From an optimization exercise on the open Yosys and OpenROAD flow, aimed at small area, a short achievable clock period and few clock cycles; shortcuts taken in it are not production practice.
In this exercise RTL edits were held to simulation tests only and were not proved equivalent to the original.
Power and IR drop assume default switching activity.

==> trial 77: inputs <==
// cpu_top
module cpu_top (
  input  logic                       clk,
  input  logic                       rst_n,
  output logic [32-1:0] araddr,
  output logic                       arvalid,
  input  logic                       arready,
  input  logic [16-1:0]     rdata,
  input  logic                       rvalid,
  input  logic                       rlast,
  output logic                       rready,
  output logic [32-1:0] awaddr,
  output logic                       awvalid,
  input  logic                       awready,
  output logic [16-1:0]     wdata,
  output logic                       wvalid,
  output logic                       wlast,
  input  logic                       wready,
  input  logic                       bvalid,
  output logic                       bready,
  output logic                       io_stall
);
make LEC_CHECK=0 CAP_MARGIN=20 CORE_MARGIN=2 CORE_UTILIZATION=50 PLACE_DENSITY=0.6 SETUP_SLACK_MARGIN=2.5 SLEW_MARGIN=20 SYNTH_HIERARCHICAL=1 TNS_END_PERCENT=10 finish   # period 7.5 ns
run.sh (not shown) runs the stock make flow with config.mk's settings and CLKGATE_MAP_FILE= SYNTH_SCRIPT=/design/flow/synth_recipe.tcl, a recipe that flattens the netlist after the stock synthesis.
==> inputs of trial 50, as changes to trial 77 <==
--- a/flow/design.v
+++ b/flow/design.v
@@ -269,44 +269,54 @@
         if ((cap && cslot == LW'(k) && beat_idx[SW-1:0] == SW'(j)) ||
             (sp_q && sp_slot_q == LW'(k) && sp_off_q == SW'(j))) begin
           mem[k*(2**SW)+j] <= slot_wd[k];
         end
       end
     end
   end
-  logic        aw_q;
-  logic        w_q;
+  logic [10:0] wa_q [2];
+  logic [15:0] wd_q [2];
+  logic        wr_ptr_q;
+  logic        aw_ptr_q;
+  logic        w_ptr_q;
+  logic [1:0]  aw_cnt_q;
+  logic [1:0]  w_cnt_q;
   logic        wb_free;
-  logic [10:0] wa_q;
-  logic [15:0] wd_q;
-  assign wb_free  = (!aw_q || awready) && (!w_q || wready);
-  assign wb_empty = !aw_q && !w_q;
+  logic        aw_go;
+  logic        w_go;
+  assign wb_free  = !aw_cnt_q[1] && !w_cnt_q[1];
+  assign wb_empty = (aw_cnt_q == 2'd0) && (w_cnt_q == 2'd0);
   assign st_ok    = wb_free && (!present || |(match & full_q));
+  assign aw_go    = awvalid && awready;
+  assign w_go     = wvalid && wready;
   always_ff @(posedge clk or negedge rst_n) begin
     if (!rst_n) begin
-      aw_q <= 1'b0;
-      w_q  <= 1'b0;
-    end else if (st_go) begin
-      aw_q <= 1'b1;
-      w_q  <= 1'b1;
+      wr_ptr_q <= 1'b0;
+      aw_ptr_q <= 1'b0;
+      w_ptr_q  <= 1'b0;
+      aw_cnt_q <= '0;
+      w_cnt_q  <= '0;
     end else begin
-      if (awready) aw_q <= 1'b0;
-      if (wready)  w_q  <= 1'b0;
+      if (st_go) wr_ptr_q <= !wr_ptr_q;
+      if (aw_go) aw_ptr_q <= !aw_ptr_q;
+      if (w_go)  w_ptr_q  <= !w_ptr_q;
+      aw_cnt_q <= aw_cnt_q + {1'b0, st_go} - {1'b0, aw_go};
+      w_cnt_q  <= w_cnt_q + {1'b0, st_go} - {1'b0, w_go};
     end
   end
   always_ff @(posedge clk) begin
     if (st && wb_free) begin
-      wa_q <= addr;
-      wd_q <= st_data;
+      wa_q[wr_ptr_q] <= addr;
+      wd_q[wr_ptr_q] <= st_data;
     end
   end
-  assign awaddr  = {19'd0, 1'b1, wa_q, 1'b0};
-  assign awvalid = aw_q;
-  assign wdata   = wd_q;
-  assign wvalid  = w_q;
+  assign awaddr  = {19'd0, 1'b1, wa_q[aw_ptr_q], 1'b0};
+  assign awvalid = (aw_cnt_q != 2'd0);
+  assign wdata   = wd_q[w_ptr_q];
+  assign wvalid  = (w_cnt_q != 2'd0);
   assign wlast   = 1'b1;
   assign bready  = 1'b1;
 endmodule
 `timescale 1ns/1ps
 module cpu_core (
   input  logic                   clk,
   input  logic                   rst_n,
@@ -325,15 +335,15 @@
   output logic                   dmem_st_go,
   output logic [16-1:0] dmem_wdata,
   output logic                   io_stall
 );
   logic [12-1:0]  fa_q;
   logic [16-1:0] irf_q;
   logic                   irfv_q;
-  logic [12-1:0]  brtf_q;
+  logic [12-1:0]  pcf_q;
   logic [12-1:0]  brt_q;
   logic [16-1:0] ir_q;
   logic                   irv_q;
   logic                   stall_q;
   logic [16-1:0] regs [16];
   logic [16-1:0] a_q;
   logic [16-1:0] b_q;
@@ -353,15 +363,14 @@
   logic                   is_ld;
   logic                   is_st;
   logic                   retire;
   logic                   redirect;
   logic                   e_free;
   logic                   d_adv;
   logic                   f_adv;
-  logic [12-1:0]  f_brt;
   logic [12-1:0]  f_next;
   logic [16-1:0] finst;
   logic                   fhit;
   logic [3:0]             d_rs;
   logic [3:0]             d_rt;
   logic [10:0]            d_addr;
   logic [16-1:0] d_a;
@@ -408,24 +417,15 @@
   assign retire = irv_q && (is_ld ? dmem_hit : is_st ? dmem_st_ok : 1'b1);
   assign redirect = irv_q && (op == cpu_pkg::OP_BEQ) && (rs != rt) && (a == b);
   assign fetch_pc = fa_q;
   assign finst    = fetch_inst;
   assign fhit     = fetch_hit;
   logic [12-1:0] fa_p2;
   assign fa_p2 = fa_q + 12'd2;
-  cpu_brt u_brt (
-    .pc2 (fa_p2),
-    .imm (finst[4:0]),
-    .tgt (f_brt)
-  );
-  always_comb begin
-    if (finst[15:13] == cpu_pkg::OP_J)                                  f_next = finst[11:0];
-    else if (finst[15:13] == cpu_pkg::OP_BEQ && finst[12:9] == finst[8:5]) f_next = f_brt;
-    else                                                                f_next = fa_p2;
-  end
+  assign f_next = (finst[15:13] == cpu_pkg::OP_J) ? finst[11:0] : fa_p2;
   logic                   wbv_q;
   logic [3:0]             wbi_q;
   logic [16-1:0] wbd_q;
   assign wen  = retire && (is_alu || op == cpu_pkg::OP_LW);
   assign widx = is_alu ? rd : rt;
   assign wval_lo = is_alu ? alu_lo : dmem_rdata;
   assign wval    = (is_alu && is_mul) ? prod : wval_lo;
@@ -442,24 +442,30 @@
       for (int i = 0; i < 16; i++) regs[i] <= '0;
     end else if (wbv_q) begin
       regs[wbi_q] <= wbd_q;
     end
   end
   assign d_rs = irf_q[12:9];
   assign d_rt = irf_q[8:5];
+  logic [12-1:0] d_brt;
+  logic                  d_turn;
+  assign d_brt  = pcf_q + 12'd2 + {{6{irf_q[4]}}, irf_q[4:0], 1'b0};
+  assign d_turn = d_adv && (irf_q[15:13] == cpu_pkg::OP_BEQ) && (d_rs == d_rt);
   assign hazard = irv_q &&
                   (((op == cpu_pkg::OP_LW) && (d_rs == rt || d_rt == rt)) ||
                    (is_alu && is_mul && (d_rs == rd || d_rt == rd)) ||
                    (is_alu && rd == d_rs && irf_q[15:14] == 2'b01)) ||
                   (wbv_q && wbi_q == d_rs && irf_q[15:14] == 2'b01);
   logic [16-1:0] d_b;
-  assign d_a   = (wbv_q && wbi_q == d_rs) ? wbd_q : regs[d_rs];
-  assign d_b   = (wbv_q && wbi_q == d_rt) ? wbd_q : regs[d_rt];
+  logic [16-1:0] d_base;
+  assign d_a    = (wbv_q && wbi_q == d_rs) ? wbd_q : regs[d_rs];
+  assign d_b    = (wbv_q && wbi_q == d_rt) ? wbd_q : regs[d_rt];
+  assign d_base = regs[d_rs];
   cpu_agen u_agen (
-    .base (regs[d_rs][10:0]),
+    .base (d_base[10:0]),
     .imm  (irf_q[4:0]),
     .addr (d_addr)
   );
   assign fwd_a  = retire && is_alu && (rd == d_rs);
   assign fwd_b  = retire && is_alu && (rd == d_rt);
   logic [16-1:0] fwd_v;
   logic [16-1:0] d_bv;
@@ -478,28 +484,31 @@
       stall_q <= 1'b1;
     end else begin
       stall_q <= !retire;
       if (e_free) irv_q <= d_adv;
       if (redirect) begin
         irfv_q <= 1'b0;
         fa_q   <= brt_q;
+      end else if (d_turn) begin
+        irfv_q <= 1'b0;
+        fa_q   <= d_brt;
       end else if (f_adv) begin
         irfv_q <= fhit;
         if (fhit) fa_q <= f_next;
       end
     end
   end
   always_ff @(posedge clk) begin
     if (f_adv) begin
-      irf_q  <= finst;
-      brtf_q <= f_brt;
+      irf_q <= finst;
+      pcf_q <= fa_q;
     end
     if (e_free) begin
       ir_q   <= irf_q;
-      brt_q  <= brtf_q;
+      brt_q  <= d_brt;
       a_q    <= fwd_a ? fwd_v : d_a;
       b_q    <= d_bv;
       for (int i = 0; i < 8; i++) begin
         bone_q[i] <= d_bv[2*i] ^ d_bm[i];
         btwo_q[i] <= (d_bv[2*i+1] & ~d_bv[2*i] & ~d_bm[i]) |
                      (~d_bv[2*i+1] & d_bv[2*i] & d_bm[i]);
         bneg_q[i] <= d_bv[2*i+1];
@@ -513,28 +522,14 @@
   assign dmem_ld            = is_ld;
   assign dmem_st            = is_st;
   assign dmem_ld_go         = retire && (op == cpu_pkg::OP_LW);
   assign dmem_st_go         = retire && (op == cpu_pkg::OP_SW);
   assign dmem_wdata         = b;
   assign io_stall = stall_q;
 endmodule
-module cpu_brt (
-  input  logic [11:0] pc2,
-  input  logic [4:0]  imm,
-  output logic [11:0] tgt
-);
-  logic [5:0] up_inc;
-  logic [5:0] up_dec;
-  logic [6:0] lo_sum;
-  assign up_inc = pc2[11:6] + 6'd1;
-  assign up_dec = pc2[11:6] - 6'd1;
-  assign lo_sum = {1'b0, pc2[5:0]} + {1'b0, imm, 1'b0};
-  assign tgt[5:0]  = lo_sum[5:0];
-  assign tgt[11:6] = (imm[4] == lo_sum[6]) ? pc2[11:6] : lo_sum[6] ? up_inc : up_dec;
-endmodule
 module cpu_agen (
   input  logic [10:0] base,
   input  logic [4:0]  imm,
   output logic [10:0] addr
 );
   logic [5:0] up_inc;
   logic [5:0] up_dec;
SETUP_SLACK_MARGIN = 3.0   (was 2.5)
==> run notes <==
DRC violation total after the first TritonRoute iteration 14646; average via count per standard cell between 6 and 7; area growth from synthesis to layout 14.3%; number of cells on the worst reg-to-reg path 22; Sequential Power approximately 0.026 W; outcome complete, no violations; fraction of the core area covered by cells at the end of the flow 57.5%; Buffers excl. clock 611; final critical delay including setup and external delays ~5300 ps; Final Non-Filler Cells ~15000; worst hold path startpoint u_core.brtf_q[9]$_DFFE_PP_; required time of the critical path about 8300 ps; half-perimeter wire length after detailed placement between 300000 and 400000 µm; r2r setup slk approximately 2200 ps; fraction of power consumed by sequential logic between 40% and 50%; post-placement cell count roughly 14000; number of setup buffers added after CTS 48; Routed WL per cell between 30 and 40 µm; terminating pin of the worst hold path u_core.brt_q[9]$_DFFE_PN_
the above is filed under trial 77

==> run notes <==
outcome complete, no violations; area growth from synthesis to layout 13.4%; DRC violation total after the first TritonRoute iteration 14844; number of setup buffers added after CTS 65; Final Non-Filler Cells 15416; worst hold path startpoint u_icache.valid_q$_DFFE_PN0P_; post-placement cell count 14460; half-perimeter wire length after detailed placement roughly 310000 µm; average via count per standard cell around 6.6; Buffers excl. clock 602; fraction of the core area covered by cells at the end of the flow 56.9%; number of cells on the worst reg-to-reg path 12; Routed WL per cell between 30 and 40 µm
the above is filed under trial 50

Testbench counts of trial 77, summed over its fixed seeds: cycles 42,679.
Testbench counts of trial 50, summed over its fixed seeds: cycles 43,719.

## re-timing with driven ports
No port has a modelled driver above. Below, the same layouts with a new extraction and two added sets of constraints.
Step 1: set_driving_cell puts a clkbuf_16 on clk and a buf_2 on each other input, an assumption about the parent block.
Step 2 adds t to the input delays and takes it off the output delays; t is the mean of the earliest and latest rising clock arrival at the registers after step 1. Input paths then give back, and output paths get back, about the clock's delay inside the block.
a / b / c = ideal / step 1 / step 2; a / b = the first two.
run | t, ns | setup WS [ns] | hold WS [ns] | pins driven straight from the clock port
trial 77 | 1.054 | 2.218 / 2.218 / 1.506 | 0.413 / 0.413 / 0.413 | 1
trial 50 | 1.069 | 2.878 / 2.863 / 1.975 | 0.471 / 0.471 / 0.471 | 1
After both steps every run listed still meets setup and hold. For trial 50, which loses most, drivers alone change the setup slack by -0.015 ns; drivers and shift together by -0.903 ns.
